This design comes from an exercise in tuning for a short achievable clock period and few clock cycles on the open sky130 flow, not from production work. At most, simulation tests tie the RTL to the original design; equivalence was not proved. Power is estimated from default activity; no workload was simulated.

==> inputs of juniper <==
==> flow/design.v <==
module spe_edge_ram #(
    parameter int ADDR_BITS = 8,
    parameter int DATA_BITS = 13
) (
    input  logic                 i_clk,
    input  logic                 i_we,
    input  logic [ADDR_BITS-1:0] i_waddr,
    input  logic [DATA_BITS-1:0] i_wdata,
    input  logic [ADDR_BITS-1:0] i_raddr,
    output logic [DATA_BITS-1:0] o_rdata
);
    logic [DATA_BITS-1:0] r_mem [2**ADDR_BITS];
    logic [DATA_BITS-1:0] r_rdata;
    always_ff @(posedge i_clk) begin
        if (i_we) begin
            r_mem[i_waddr] <= i_wdata;
        end
    end
    always_ff @(posedge i_clk) begin
        r_rdata <= r_mem[i_raddr];
    end
    assign o_rdata = r_rdata;
endmodule
module shortest_path_engine_unit #(
    parameter int MAX_NODES   = 16,
    parameter int WEIGHT_BITS = 12
) (
    input  logic        i_clk,
    input  logic        i_rst_n,
    input  logic        i_cfg_we,
    input  logic [4:0]  i_cfg_wdata,
    input  logic        s_axis_tvalid,
    output logic        s_axis_tready,
    input  logic [31:0] s_axis_tdata,
    input  logic [1:0]  s_axis_tuser,
    output logic        m_axis_tvalid,
    input  logic        m_axis_tready,
    output logic [23:0] m_axis_tdata,
    output logic        m_axis_tuser,
    output logic        m_axis_tlast
);
    localparam int NW  = (MAX_NODES > 1) ? $clog2(MAX_NODES) : 1;
    localparam int NCW = $clog2(MAX_NODES + 1);
    localparam int DW  = WEIGHT_BITS + NW;
    localparam int EW  = WEIGHT_BITS + 1;
    localparam int SW  = NW + DW;
    logic [3:0]  in_from, in_to, in_src, in_tgt;
    logic [11:0] in_weight;
    logic        in_present;
    assign in_from    = s_axis_tdata[3:0];
    assign in_to      = s_axis_tdata[7:4];
    assign in_weight  = s_axis_tdata[19:8];
    assign in_present = s_axis_tdata[20];
    assign in_src     = s_axis_tdata[24:21];
    assign in_tgt     = s_axis_tdata[28:25];
    localparam logic [1:0] MODE_CLEAR = 2'd0;
    localparam logic [1:0] MODE_EDGE  = 2'd1;
    localparam logic [1:0] MODE_FIND  = 2'd2;
    localparam logic [3:0] ST_IDLE     = 4'd0;
    localparam logic [3:0] ST_CLEAR    = 4'd1;
    localparam logic [3:0] ST_INIT     = 4'd2;
    localparam logic [3:0] ST_SCAN     = 4'd3;
    localparam logic [3:0] ST_RELAX    = 4'd4;
    localparam logic [3:0] ST_WALK_RD  = 4'd5;
    localparam logic [3:0] ST_WALK_WB  = 4'd6;
    localparam logic [3:0] ST_OUT_RD   = 4'd7;
    localparam logic [3:0] ST_OUT_LD   = 4'd8;
    localparam logic [3:0] ST_NOTFOUND = 4'd9;
    logic [3:0]           r_state, n_state;
    logic [4:0]           r_node_cnt;
    logic [NW-1:0]        r_last, n_last, r_src, n_src, r_tgt, n_tgt;
    logic [NW-1:0]        r_j, n_j, r_jq, n_jq, r_u, n_u, r_v, n_v;
    logic [NW-1:0]        r_cnt, n_cnt, r_k, n_k;
    logic                 r_pv, n_pv, r_issued, n_issued, r_have, n_have;
    logic [DW-1:0]        r_du, n_du;
    logic [MAX_NODES-1:0] r_reached, n_reached, r_visited, n_visited;
    logic [2*NW-1:0]      r_clr, n_clr;
    logic            edge_we;
    logic [2*NW-1:0] edge_waddr, edge_raddr;
    logic [EW-1:0]   edge_wdata, edge_q;
    logic            sc_we, st_we;
    logic [NW-1:0]   sc_waddr, sc_raddr, st_waddr, st_raddr;
    logic [SW-1:0]   sc_wdata, st_wdata;
    logic [SW-1:0]   r_sc_q, r_st_q;
    logic [SW-1:0]   r_scratch [2**NW];
    logic [SW-1:0]   r_stack [2**NW];
    logic          r_ovalid, r_ofound, r_olast;
    logic [3:0]    r_onode;
    logic [15:0]   r_odist;
    logic          load_out, ld_found, ld_last;
    logic [3:0]    ld_node;
    logic [15:0]   ld_dist;
    logic          out_free;
    logic [NCW-1:0] nn;
    logic           cand;
    logic [NW-1:0]  cu;
    logic [DW-1:0]  cdu, dq, nd;
    logic           ch;
    logic [31:0]    dist_ext;
    assign out_free = !r_ovalid || m_axis_tready;
    assign s_axis_tready = (r_state == ST_IDLE);
    spe_edge_ram #(
        .ADDR_BITS (2 * NW),
        .DATA_BITS (EW)
    ) u_edge_ram (
        .i_clk   (i_clk),
        .i_we    (edge_we),
        .i_waddr (edge_waddr),
        .i_wdata (edge_wdata),
        .i_raddr (edge_raddr),
        .o_rdata (edge_q)
    );
    always_ff @(posedge i_clk) begin
        if (sc_we) begin
            r_scratch[sc_waddr] <= sc_wdata;
        end
        r_sc_q <= r_scratch[sc_raddr];
    end
    always_ff @(posedge i_clk) begin
        if (st_we) begin
            r_stack[st_waddr] <= st_wdata;
        end
        r_st_q <= r_stack[st_raddr];
    end
    always_ff @(posedge i_clk) begin
        if (!i_rst_n) begin
            r_node_cnt <= 5'd16;
        end else if (i_cfg_we) begin
            r_node_cnt <= i_cfg_wdata;
        end
    end
    always_comb begin
        if (int'(r_node_cnt) > MAX_NODES) begin
            nn = NCW'(MAX_NODES);
        end else begin
            nn = NCW'(r_node_cnt);
        end
    end
    assign dq = r_sc_q[DW-1:0];
    assign nd = r_du + DW'(edge_q[WEIGHT_BITS-1:0]);
    assign dist_ext = 32'(r_st_q[DW-1:0]);
    always_comb begin
        n_state   = r_state;
        n_last    = r_last;
        n_src     = r_src;
        n_tgt     = r_tgt;
        n_j       = r_j;
        n_jq      = r_jq;
        n_u       = r_u;
        n_v       = r_v;
        n_cnt     = r_cnt;
        n_k       = r_k;
        n_pv      = r_pv;
        n_issued  = r_issued;
        n_have    = r_have;
        n_du      = r_du;
        n_reached = r_reached;
        n_visited = r_visited;
        n_clr     = r_clr;
        edge_we    = 1'b0;
        edge_waddr = r_clr;
        edge_wdata = '0;
        edge_raddr = {r_u, r_j};
        sc_we      = 1'b0;
        sc_waddr   = r_jq;
        sc_wdata   = {r_u, nd};
        sc_raddr   = r_j;
        st_we      = 1'b0;
        st_waddr   = r_cnt;
        st_wdata   = {r_v, r_sc_q[DW-1:0]};
        st_raddr   = r_k;
        load_out   = 1'b0;
        ld_node    = 4'(r_st_q[SW-1:DW]);
        ld_dist    = (dist_ext > 32'hFFFF) ? 16'hFFFF : dist_ext[15:0];
        ld_found   = 1'b1;
        ld_last    = (r_k == '0);
        cand       = 1'b0;
        ch         = r_have;
        cu         = r_u;
        cdu        = r_du;
        case (r_state)
            ST_IDLE: begin
                if (s_axis_tvalid) begin
                    case (s_axis_tuser)
                        MODE_CLEAR: begin
                            n_clr   = '0;
                            n_state = ST_CLEAR;
                        end
                        MODE_EDGE: begin
                            if (int'(in_from) < MAX_NODES && int'(in_to) < MAX_NODES) begin
                                edge_we    = 1'b1;
                                edge_waddr = {NW'(in_from), NW'(in_to)};
                                edge_wdata = in_present ?
                                             {1'b1, WEIGHT_BITS'(in_weight)} : '0;
                            end
                        end
                        MODE_FIND: begin
                            n_src  = NW'(in_src);
                            n_tgt  = NW'(in_tgt);
                            n_last = NW'(nn - NCW'(1));
                            if (NCW'(in_src) < nn && NCW'(in_tgt) < nn &&
                                int'(in_src) < MAX_NODES && int'(in_tgt) < MAX_NODES) begin
                                n_state = ST_INIT;
                            end else begin
                                n_state = ST_NOTFOUND;
                            end
                        end
                        default: begin
                        end
                    endcase
                end
            end
            ST_CLEAR: begin
                edge_we = 1'b1;
                n_clr   = r_clr + 1'b1;
                if (&r_clr) begin
                    n_state = ST_IDLE;
                end
            end
            ST_INIT: begin
                n_reached        = '0;
                n_reached[r_src] = 1'b1;
                n_visited        = '0;
                sc_we            = 1'b1;
                sc_waddr         = r_src;
                sc_wdata         = '0;
                n_j              = '0;
                n_pv             = 1'b0;
                n_issued         = 1'b0;
                n_have           = 1'b0;
                n_state          = ST_SCAN;
            end
            ST_SCAN: begin
                if (!r_issued) begin
                    n_pv = 1'b1;
                    n_jq = r_j;
                    if (r_j == r_last) begin
                        n_issued = 1'b1;
                    end else begin
                        n_j = r_j + 1'b1;
                    end
                end else begin
                    n_pv = 1'b0;
                end
                if (r_pv) begin
                    cand = !r_visited[r_jq] && r_reached[r_jq] && (!r_have || dq < r_du);
                    if (cand) begin
                        ch  = 1'b1;
                        cu  = r_jq;
                        cdu = dq;
                    end
                    n_have = ch;
                    n_u    = cu;
                    n_du   = cdu;
                    if (r_jq == r_last) begin
                        n_j      = '0;
                        n_pv     = 1'b0;
                        n_issued = 1'b0;
                        if (ch) begin
                            n_visited[cu] = 1'b1;
                            n_state       = ST_RELAX;
                        end else if (r_reached[r_tgt]) begin
                            n_v     = r_tgt;
                            n_cnt   = '0;
                            n_state = ST_WALK_RD;
                        end else begin
                            n_state = ST_NOTFOUND;
                        end
                    end
                end
            end
            ST_RELAX: begin
                if (!r_issued) begin
                    n_pv = 1'b1;
                    n_jq = r_j;
                    if (r_j == r_last) begin
                        n_issued = 1'b1;
                    end else begin
                        n_j = r_j + 1'b1;
                    end
                end else begin
                    n_pv = 1'b0;
                end
                if (r_pv) begin
                    if (edge_q[WEIGHT_BITS] && (!r_reached[r_jq] || nd < dq)) begin
                        sc_we             = 1'b1;
                        n_reached[r_jq]   = 1'b1;
                    end
                    if (r_jq == r_last) begin
                        n_j      = '0;
                        n_pv     = 1'b0;
                        n_issued = 1'b0;
                        n_have   = 1'b0;
                        n_state  = ST_SCAN;
                    end
                end
            end
            ST_WALK_RD: begin
                sc_raddr = r_v;
                n_state  = ST_WALK_WB;
            end
            ST_WALK_WB: begin
                st_we = 1'b1;
                if (r_v == r_src || r_cnt == NW'(MAX_NODES - 1)) begin
                    n_k     = r_cnt;
                    n_state = ST_OUT_RD;
                end else begin
                    n_v     = r_sc_q[SW-1:DW];
                    n_cnt   = r_cnt + 1'b1;
                    n_state = ST_WALK_RD;
                end
            end
            ST_OUT_RD: begin
                n_state = ST_OUT_LD;
            end
            ST_OUT_LD: begin
                if (out_free) begin
                    load_out = 1'b1;
                    if (r_k == '0) begin
                        n_state = ST_IDLE;
                    end else begin
                        n_k     = r_k - 1'b1;
                        n_state = ST_OUT_RD;
                    end
                end
            end
            ST_NOTFOUND: begin
                if (out_free) begin
                    load_out = 1'b1;
                    ld_node  = '0;
                    ld_dist  = '0;
                    ld_found = 1'b0;
                    ld_last  = 1'b1;
                    n_state  = ST_IDLE;
                end
            end
            default: begin
                n_state = ST_IDLE;
            end
        endcase
    end
    always_ff @(posedge i_clk) begin
        if (!i_rst_n) begin
            r_state   <= ST_CLEAR;
            r_clr     <= '0;
            r_pv      <= 1'b0;
            r_issued  <= 1'b0;
            r_have    <= 1'b0;
            r_reached <= '0;
            r_visited <= '0;
            r_j       <= '0;
            r_k       <= '0;
            r_cnt     <= '0;
        end else begin
            r_state   <= n_state;
            r_clr     <= n_clr;
            r_pv      <= n_pv;
            r_issued  <= n_issued;
            r_have    <= n_have;
            r_reached <= n_reached;
            r_visited <= n_visited;
            r_j       <= n_j;
            r_k       <= n_k;
            r_cnt     <= n_cnt;
        end
    end
    always_ff @(posedge i_clk) begin
        r_last <= n_last;
        r_src  <= n_src;
        r_tgt  <= n_tgt;
        r_jq   <= n_jq;
        r_u    <= n_u;
        r_du   <= n_du;
        r_v    <= n_v;
    end
    always_ff @(posedge i_clk) begin
        if (!i_rst_n) begin
            r_ovalid <= 1'b0;
        end else if (load_out) begin
            r_ovalid <= 1'b1;
        end else if (m_axis_tready) begin
            r_ovalid <= 1'b0;
        end
    end
    always_ff @(posedge i_clk) begin
        if (load_out) begin
            r_onode  <= ld_node;
            r_odist  <= ld_dist;
            r_ofound <= ld_found;
            r_olast  <= ld_last;
        end
    end
    assign m_axis_tvalid = r_ovalid;
    assign m_axis_tdata  = {4'd0, r_odist, r_onode};
    assign m_axis_tuser  = r_ofound;
    assign m_axis_tlast  = r_olast;
endmodule
==> flow/run.sh <==
#!/bin/bash
# synth_recipe.tcl (not shown) runs the flow's synth.tcl, then flattens the netlist and writes it again
# the make line also repeats each setting of config.mk as NAME=value (left out here)
make -C /OpenROAD-flow-scripts/flow DESIGN_CONFIG=/design/flow/config.mk WORK_HOME=/design/flow/orfs CLKGATE_MAP_FILE= SYNTH_SCRIPT=/design/flow/synth_recipe.tcl finish
==> flow/config.mk <==
export PLATFORM = sky130hd
export DESIGN_NAME = shortest_path_engine_unit
export DESIGN_NICKNAME = shortest_path_engine_unit
export VERILOG_FILES = /design/flow/design.v
export SDC_FILE = /design/flow/constraint.sdc
export NUM_CORES = 4
export LEC_CHECK = 0
export CAP_MARGIN = 20
export CORE_MARGIN = 2
export CORE_UTILIZATION = 40
export SLEW_MARGIN = 20
==> flow/constraint.sdc <==
create_clock -name core_clock -period 10.0 [get_ports {i_clk}]
set_input_delay 2.0000 -clock core_clock [delete_from_list [all_inputs] [get_ports {i_clk}]]
set_output_delay 2.0000 -clock core_clock [all_outputs]
set_load 0.01 [all_outputs]
==> nickel (differences from juniper) <==
--- a/flow/design.v
+++ b/flow/design.v
@@ -256,7 +256,11 @@
                         n_j      = '0;
                         n_pv     = 1'b0;
                         n_issued = 1'b0;
-                        if (ch) begin
+                        if (ch && cu == r_tgt) begin
+                            n_v     = r_tgt;
+                            n_cnt   = '0;
+                            n_state = ST_WALK_RD;
+                        end else if (ch) begin
                             n_visited[cu] = 1'b1;
                             n_state       = ST_RELAX;
                         end else if (r_reached[r_tgt]) begin
==> summary of the runs <==
Of juniper and nickel, juniper has the higher wire length (gap 2.1%, measured against nickel).
Core utilization is about the same in juniper and nickel.
Against nickel, the synthesized cell count of juniper is larger by about 0.24%.
juniper completed with no timing, DRC or antenna violations. nickel finished with timing, DRC and antenna clean.
Against nickel, the via count of juniper is larger by 1.1%.
Of juniper and nickel, nickel has the higher combinational power (gap about 56%, measured against nickel).
Of nickel and juniper, nickel has the higher power (gap 2.1%, measured against juniper).
Between juniper and nickel, the lower clock skew is in nickel (gap 0.014 ns).
==> figures <==
metric                                                              juniper            nickel
Worst reg2reg endpoint                                     r_scratch[9][10]  r_scratch[10][8]
Register-to-register path setup slack                               3.83 ns           4.08 ns
Placed cell count                                                     12.3k             12.3k
Static Leak                                                       0.0512 uW         0.0555 uW
Cell internal pwr                                                  27300 uW          27800 uW
Starting Density                                                      40.2%             40.2%
Last element of the critical path                          r_scratch[9][10]  r_scratch[10][8]
Number of multi-input logic gates                                      2465              2447
Xor and xnor fraction of the mapped netlist area                     0.180%            0.223%
Drt first pass iters                                                      7                 5
Power drawn by the sequential cells                                18900 uW          19000 uW
Worst Reg-to-Reg Cells                                                   19                20
Non-filler cells, final                                               13.0k             13.1k
Time the final worst path needs with I/O delays and setup           6.17 ns           5.92 ns
Outcome                                            timing/DRC/antenna clean  timing/DRC/antenna clean
Global placement routability congestion                               0.865             0.819
Testbench counts of nickel, summed over its fixed seeds: cycles 145,807.
For juniper, only the layout was checked, not whether the RTL still works.

==> what the ideal ports hide <==
How much do the figures lean on ideal ports? The routed layouts below were timed once more, with nothing changed but the port constraints. Step 1, drivers: a clkbuf_16 drives i_clk and a buf_2 each remaining input, both assumed. Step 2 also shifts input and output timing later by t, the mid clock arrival at the registers, as if the neighbouring blocks saw the same clock. Slacks: no drivers / after step 1 / after step 2; pairs: no drivers / after step 1.
| run | t (ns) | setup WS [ns] | worst hold slack (ns) | worst setup path after step 2 | slew at the worst register clock pin (ns) |
|---|---|---|---|---|---|
| juniper | 1.057 | 3.829 / 3.829 / 3.202 | 0.460 / 0.460 / 0.460 | input to register | 0.07 / 0.07 |
| nickel | 1.034 | 4.076 / 4.076 / 3.362 | 0.456 / 0.456 / 0.456 | input to register | 0.07 / 0.07 |
After both steps every run listed still meets setup and hold. For nickel, which loses most, drivers alone change the setup slack by 0.000 ns; drivers and shift together by -0.714 ns.
